From an optimization exercise on the open Yosys and OpenROAD flow, aimed at small area and a short achievable clock period; shortcuts taken in it are not production practice. At most, simulation tests tie the RTL to the original design; equivalence was not proved. Power and IR drop assume default switching activity. No driver is modelled on the clock port, so clocking that relies on it looks cheaper here than on a real chip.

==> flow/design.v (excerpt) <==
module spi_wrapper
#(
    parameter int MEM_DEPTH = 256,
    parameter int ADD_SIZE  = 8
) (
    input  logic clk,
    input  logic arst,
    input  logic SS_n,
    input  logic MOSI,
    output logic MISO
);
    logic [3:0] fc_q;
    logic       rdd_q;        
    logic       rd_flag_q;
    logic [9:0] din_q;
    logic       rx_valid_q;   
    logic       tx_valid_q;   
    logic       busy_q;
    logic       miso_q;
    logic [2:0] m_q;          
    logic [2:0] ph_q;         
    logic [7:0] wa_q;         
    logic       wz_q;         
    logic       wact_q;       
    logic [7:0] wbuf_q;       
    logic       wd_q;         
    logic [15:0] wlo_q;       
    logic [15:0] whi_q;       
    logic [7:0] ra_q;         
    logic [7:0] s_q;          
    logic       tap;
    logic [7:0] s_x;          
    logic [1:0] cmd;
    logic       exec_wa, exec_wd, exec_ra, exec_rd;
    assign s_x     = {s_q[5:0], s_q[7:6]};
    assign cmd     = din_q[9:8];
    assign exec_wa = rx_valid_q && cmd == spi_pkg::CMD_WR_ADDR;
    assign exec_wd = rx_valid_q && cmd == spi_pkg::CMD_WR_DATA;
    assign exec_ra = rx_valid_q && cmd == spi_pkg::CMD_RD_ADDR;
    assign exec_rd = rx_valid_q && cmd == spi_pkg::CMD_RD_DATA;
    spi_ram RAM (
        .clk  (clk),
        .wlo  (wlo_q),
        .whi  (whi_q),
        .wd   (wd_q),
        .raddr(ra_q),
        .tap  (tap)
    );
    logic in_data;
    logic load_tx;
    assign in_data = fc_q >= 4'd2;
    assign load_tx = !SS_n && in_data && rdd_q && tx_valid_q;
    always_ff @(posedge clk or posedge arst) begin
        if (arst) begin
            fc_q       <= '0;
            rd_flag_q  <= 1'b0;
            rx_valid_q <= 1'b0;
            tx_valid_q <= 1'b0;
            busy_q     <= 1'b0;
            miso_q     <= 1'b0;
        end else begin
            rx_valid_q <= !SS_n && fc_q == 4'd11;
            tx_valid_q <= exec_rd;
            if (SS_n) begin
                fc_q   <= '0;
                busy_q <= 1'b0;
                miso_q <= 1'b0;
            end else begin
                if (fc_q != 4'd12) fc_q <= fc_q + 4'd1;
                if (fc_q == 4'd11) begin
  ...
Size: ~3000 cells after synthesis, roughly 5 I/O pins, roughly 50000 sq um of cells after synthesis.
make LEC_CHECK=0 CAP_MARGIN=20 CORE_MARGIN=2 CORE_UTILIZATION=60 CTS_BUF_LIST='sky130_fd_sc_hd__clkbuf_4 sky130_fd_sc_hd__clkbuf_8' SLEW_MARGIN=20 finish   # period 4.5 ns
run.sh (not shown) runs the stock make flow with config.mk's settings and CLKGATE_MAP_FILE= SYNTH_SCRIPT=/design/flow/synth_recipe.tcl, a recipe that flattens the netlist after the stock synthesis.
The starting point went through all stages and came out clean.
Next try:
CORE_UTILIZATION = 40   (was 60)
CTS_BUF_LIST = not set   (was sky130_fd_sc_hd__clkbuf_4 sky130_fd_sc_hd__clkbuf_8)
=> The new run completed with no timing, DRC or antenna violations; non-clock buffer count goes up by 2; routed wire length decreases by a few percent; setup slack gets worse by 170 ps; fmax falls by a few percent; via count came out lower by a few percent; total power rises by a few percent; utilization went down by 23 points; final cell count grows by a little under a tenth; die area increases by well over a third; count of clock-buffer cells in the layout shrinks by 197.
No run of this note included a check of the RTL's function; only the layout flow was run.


Another version of the RTL of spi_wrapper (not shown whole).
Size: roughly 2200 flip-flops, roughly 5 I/O pins, about 50000 sq um of cells after synthesis.
export LEC_CHECK = 0
export CAP_MARGIN = 20
export CORE_MARGIN = 2
export CORE_UTILIZATION = 60
export SETUP_SLACK_MARGIN = 2.3
export SLEW_MARGIN = 20
create_clock -name core_clock -period 4.5 [get_ports {clk}]
standard.sh (not shown) runs the stock make flow with config.mk's settings and CLKGATE_MAP_FILE= SYNTH_SCRIPT=/design/flow/synth_recipe.tcl, a recipe that flattens the netlist after the stock synthesis.
==> flow/flow/run.sh <==
#!/bin/bash
# The standard layout (the standard.sh, unchanged synthesis), except that
# clock tree synthesis does not add dummy load cells to balance the tree.
set -euo pipefail
export CTS_ARGS="-sink_clustering_enable -repair_clock_nets -dont_use_dummy_load"
bash standard.sh > flow_make.log 2>&1
==> next run, changes <==
==> flow/run.sh (new file) <==
#!/bin/bash
# synth_recipe.tcl (not shown) runs the flow's synth.tcl, then flattens the netlist and writes it again
# the make line also repeats each setting of config.mk as NAME=value (left out here)
make -C /OpenROAD-flow-scripts/flow DESIGN_CONFIG=/design/flow/config.mk WORK_HOME=/design/flow/orfs CLKGATE_MAP_FILE= SYNTH_SCRIPT=/design/flow/synth_recipe.tcl finish
removed: flow/flow/run.sh
removed: flow/standard.sh
The new run went through all stages and came out clean.
Count of clock-buffer cells in the layout rises by 104.
Global-route usage rises by 0.28 points.
Power rises by 8.8%.
Non-clock buffer count rises by 2.
Flip-flop and latch count is unchanged.
Final cell count rises by 3.6%.
No run of this note included a check of the RTL's function; only the layout flow was run.


The RTL this note starts from:
==> flow/design.v <==
package spi_pkg;
    localparam logic [1:0] CMD_WR_ADDR = 2'b00;
    localparam logic [1:0] CMD_WR_DATA = 2'b01;
    localparam logic [1:0] CMD_RD_ADDR = 2'b10;
    localparam logic [1:0] CMD_RD_DATA = 2'b11;
endpackage
module spi_ram (
    input  logic        clk,
    input  logic [15:0] wlo,
    input  logic [15:0] whi,
    input  logic [15:0] wdlo,
    input  logic [7:0]  raddr,
    output logic        tap
);
    logic [2047:0] ring;          
    logic [255:0]  pos0;
    logic [15:0]   grp_q;
    logic          tap_q;
    for (genvar r = 0; r < 256; r++) begin : g_ring
        logic sel;
        assign sel     = wlo[r % 16] & whi[r / 16];
        assign pos0[r] = ring[8*r];
        always_ff @(posedge clk) begin
            ring[8*r+1 +: 7] <= ring[8*r +: 7];
            ring[8*r]        <= !((ring[8*r+7] & !sel) | (wdlo[r % 16] & whi[r / 16]));
        end
    end
    for (genvar g = 0; g < 16; g++) begin : g_grp
        logic [15:0] grp;
        assign grp = pos0[16*g +: 16];
        always_ff @(posedge clk) begin
            grp_q[g] <= grp[raddr[3:0]];
        end
    end
    always_ff @(posedge clk) begin
        tap_q <= grp_q[raddr[7:4]];
    end
    assign tap = tap_q;
endmodule
module spi_wrapper
#(
    parameter int MEM_DEPTH = 256,
    parameter int ADD_SIZE  = 8
) (
    input  logic clk,
    input  logic arst,
    input  logic SS_n,
    input  logic MOSI,
    output logic MISO
);
    logic [3:0] fc_q;
    logic       rdd_q;        
    logic       rd_flag_q;
    logic [9:0] din_q;
    logic       rx_valid_q;   
    logic       tx_valid_q;   
    logic       busy_q;
    logic       miso_q;
    logic [2:0] m_q;          
    logic [3:0] ph_q;         
    logic [3:0] ph_p2, ph_m2;
    logic [7:0] wa_q;         
    logic       wz_q;         
    logic       wact_q;       
    logic [7:0] wbuf_q;       
    logic       wd;           
    logic [15:0] wdlo_q;      
    logic [15:0] wlo_q;       
    logic [15:0] whi_q;       
    logic [7:0] ra_q;         
    logic [7:0] s_q;          
    logic       tap;
    logic [7:0] s_x;          
    logic [1:0] cmd;
    logic       exec_wa, exec_wd, exec_ra, exec_rd;
    assign s_x     = {s_q[5:0], s_q[7:6]};
    assign cmd     = din_q[9:8];
    assign ph_p2   = ph_q + 4'd2;
    assign ph_m2   = ph_q - 4'd2;
    assign wd      = !(wbuf_q[ph_p2[2:0]] ^ ph_p2[3]);
    assign exec_wa = rx_valid_q && cmd == spi_pkg::CMD_WR_ADDR;
    assign exec_wd = rx_valid_q && cmd == spi_pkg::CMD_WR_DATA;
    assign exec_ra = rx_valid_q && cmd == spi_pkg::CMD_RD_ADDR;
    assign exec_rd = rx_valid_q && cmd == spi_pkg::CMD_RD_DATA;
    spi_ram RAM (
        .clk  (clk),
        .wlo  (wlo_q),
        .whi  (whi_q),
        .wdlo (wdlo_q),
        .raddr(ra_q),
        .tap  (tap)
    );
    logic in_data;
    logic load_tx;
    assign in_data = fc_q >= 4'd2;
    assign load_tx = !SS_n && in_data && rdd_q && tx_valid_q;
    always_ff @(posedge clk or posedge arst) begin
        if (arst) begin
            fc_q       <= '0;
            rd_flag_q  <= 1'b0;
            rx_valid_q <= 1'b0;
            tx_valid_q <= 1'b0;
            busy_q     <= 1'b0;
            miso_q     <= 1'b0;
        end else begin
            rx_valid_q <= !SS_n && fc_q == 4'd11;
            tx_valid_q <= exec_rd;
            if (SS_n) begin
                fc_q   <= '0;
                busy_q <= 1'b0;
                miso_q <= 1'b0;
            end else begin
                if (fc_q != 4'd12) fc_q <= fc_q + 4'd1;
                if (fc_q == 4'd11) begin
                    if (din_q[8:7] == spi_pkg::CMD_RD_ADDR) rd_flag_q <= 1'b1;
                    else if (din_q[8:7] == spi_pkg::CMD_RD_DATA) rd_flag_q <= 1'b0;
                end
                miso_q <= 1'b0;
                if (load_tx) begin
                    busy_q <= 1'b1;
                end else if (busy_q) begin
                    miso_q <= s_x[m_q];
                    if (ph_q[2:0] == m_q) busy_q <= 1'b0;
                end
            end
        end
    end
    always_ff @(posedge clk) begin
        din_q <= {din_q[8:0], MOSI};
        if (fc_q == 4'd1) rdd_q <= MOSI && rd_flag_q;
        if (load_tx) m_q <= ph_q[2:0];
    end
    always_ff @(posedge clk or posedge arst) begin
        if (arst) begin
            wz_q <= 1'b1;
            ra_q <= '0;
        end else begin
            if (exec_wa || exec_wd) wz_q <= 1'b0;
            if (exec_ra) ra_q <= din_q[7:0];
        end
    end
    always_ff @(posedge clk) begin
        ph_q  <= ph_q + 4'd1;
        s_q   <= {s_q[6:0], tap ^ ph_m2[3]};
        wlo_q <= wact_q ? 16'(1) << wa_q[3:0] : '0;
        wdlo_q <= wact_q && wd ? 16'(1) << wa_q[3:0] : '0;
        whi_q <= 16'(1) << wa_q[7:4];
        if (exec_wa) begin
            wa_q   <= din_q[7:0];
            wact_q <= 1'b0;
        end
        if (exec_wd) begin
            if (wz_q) wa_q <= '0;
            wbuf_q <= din_q[7:0];
            wact_q <= 1'b1;
        end
    end
    assign MISO = miso_q;
endmodule
clock: 4.5 ns
lec_check: 0
cap_margin: 20
core_margin: 2
core_utilization: 75
cts_cluster_diameter: 120
cts_cluster_size: 30
setup_slack_margin: 2.7
slew_margin: 20
run.sh (not shown) runs the stock make flow with config.mk's settings and CLKGATE_MAP_FILE= SYNTH_SCRIPT=/design/flow/synth_recipe.tcl, a recipe that flattens the netlist after the stock synthesis.
Stock flow here: none of the scripts above is used.
The first run completed with no timing, DRC or antenna violations.
Rerun with:
==> flow/flow/run.sh (new file) <==
#!/bin/bash
# The standard layout (the standard.sh, unchanged synthesis), except that
# clock tree synthesis uses larger sink clusters and adds no dummy loads.
set -euo pipefail
export CTS_ARGS="-sink_clustering_enable -repair_clock_nets -dont_use_dummy_load -sink_clustering_size 30 -sink_clustering_max_diameter 120 -num_static_layers 1"
bash standard.sh > flow_make.log 2>&1
==> flow/standard.sh (new file) <==
#!/bin/bash
# synth_recipe.tcl (not shown) runs the flow's synth.tcl, then flattens the netlist and writes it again
# the make line also repeats each setting of config.mk as NAME=value (left out here)
make -C /OpenROAD-flow-scripts/flow DESIGN_CONFIG=/design/flow/config.mk WORK_HOME=/design/flow/orfs CLKGATE_MAP_FILE= SYNTH_SCRIPT=/design/flow/synth_recipe.tcl "${@:-finish}"
CTS_CLUSTER_DIAMETER = default   (was 120)
CTS_CLUSTER_SIZE = default   (was 30)
removed: flow/run.sh
=>
- The new run produced a clean layout
- global-route usage went down by 0.30 points
- hold slack loses 0.035 ns
- setup slack gains 0.029 ns
- cell area went down by 0.53%
- via count went down by 1.5%
- sequential power hardly moves
- core utilization went down by 0.43 points
- count of clock-buffer cells in the layout went down by 9
Rerun with:
==> flow/flow/run.sh (replaced) <==
#!/bin/bash
# The standard layout (the standard.sh, unchanged synthesis), except that
# clock tree synthesis uses larger sink clusters and adds no dummy loads.
set -euo pipefail
export CTS_ARGS="-sink_clustering_enable -repair_clock_nets -dont_use_dummy_load -sink_clustering_size 30 -sink_clustering_max_diameter 120"
bash standard.sh > flow_make.log 2>&1
SETUP_SLACK_MARGIN = 3.0   (was 2.7)
The changed run finished with timing, DRC and antenna clean.
Register-to-register slack improves by 0.06 ns.
Setup slack got worse by 0.045 ns.
Maximum frequency fell by 2.2%.
Clock-buffer cell count is unchanged.
Die area does not change.
First-iteration DRC count went up by 3.0%.
Final cell count increases by 0.53%.
Synthesized area does not change.
Clock power hardly moves.
Worst hold slack is better by 0.0095 ns.
Via count came out higher by 1.2%.
Rerun with:
==> flow/flow/run.sh (replaced) <==
#!/bin/bash
# The standard layout (the standard.sh, unchanged synthesis), except that
# clock tree synthesis uses larger sink clusters and adds no dummy loads.
set -euo pipefail
export CTS_ARGS="-sink_clustering_enable -repair_clock_nets -dont_use_dummy_load -sink_clustering_size 30 -sink_clustering_max_diameter 120 -sink_clustering_levels 1"
bash standard.sh > flow_make.log 2>&1
SETUP_SLACK_MARGIN = 2.7   (was 3.0)
Result: The changed run finished with timing, DRC and antenna clean; worst setup slack improved by 0.043 ns; die area is unchanged; via count stays flat; sequential share of layout area goes up by 0.19 points; clock-buffer cell count is unchanged.

-- what the ideal ports hide --
Ports are ideal in the flow. The routed layouts listed here were re-timed in OpenROAD.
Step 1 (the two cells are an assumption about what drives the block):
set clk [get_ports {clk}]
set_driving_cell -lib_cell sky130_fd_sc_hd__clkbuf_16 $clk
set_driving_cell -lib_cell sky130_fd_sc_hd__buf_2 [delete_from_list [all_inputs] $clk]
Step 2 moves the port delays by t, midway between the first and last clock arrival at a register: inputs arrive t later, outputs are due t later. That takes back most of the time a late clock gives input paths.
Slacks: ideal ports / drivers / drivers and shift; pairs: ideal ports / drivers.
| run | shift t [ns] | slack for setup (ns) | latest minus earliest clock arrival (ns) |
|---|---|---|---|
| the first run of note 1 | 0.968 | 1.857 / 1.797 / 2.075 | 0.067 / 0.067 |
| the second run of note 1 | 0.820 | 1.691 / 1.625 / 1.977 | 0.021 / 0.021 |
| the first run of note 2 | 0.794 | 2.386 / 2.347 / 2.100 | 0.031 / 0.031 |
| the second run of note 2 | 0.806 | 2.376 / 2.315 / 2.104 | 0.022 / 0.021 |
| the first run of note 3 | 0.728 | 2.440 / 2.377 / 2.108 | 0.036 / 0.035 |
| the second run of note 3 | 0.709 | 2.468 / 2.406 / 2.085 | 0.051 / 0.051 |
| the third run of note 3 | 0.714 | 2.424 / 2.356 / 2.546 | 0.051 / 0.051 |
| the fourth run of note 3 | 0.707 | 2.467 / 2.404 / 2.113 | 0.048 / 0.048 |
After both steps every run listed still meets setup and hold. The setup slack of the second run of note 3, which loses most, moves by -0.062 ns with the drivers and by -0.383 ns with both steps.
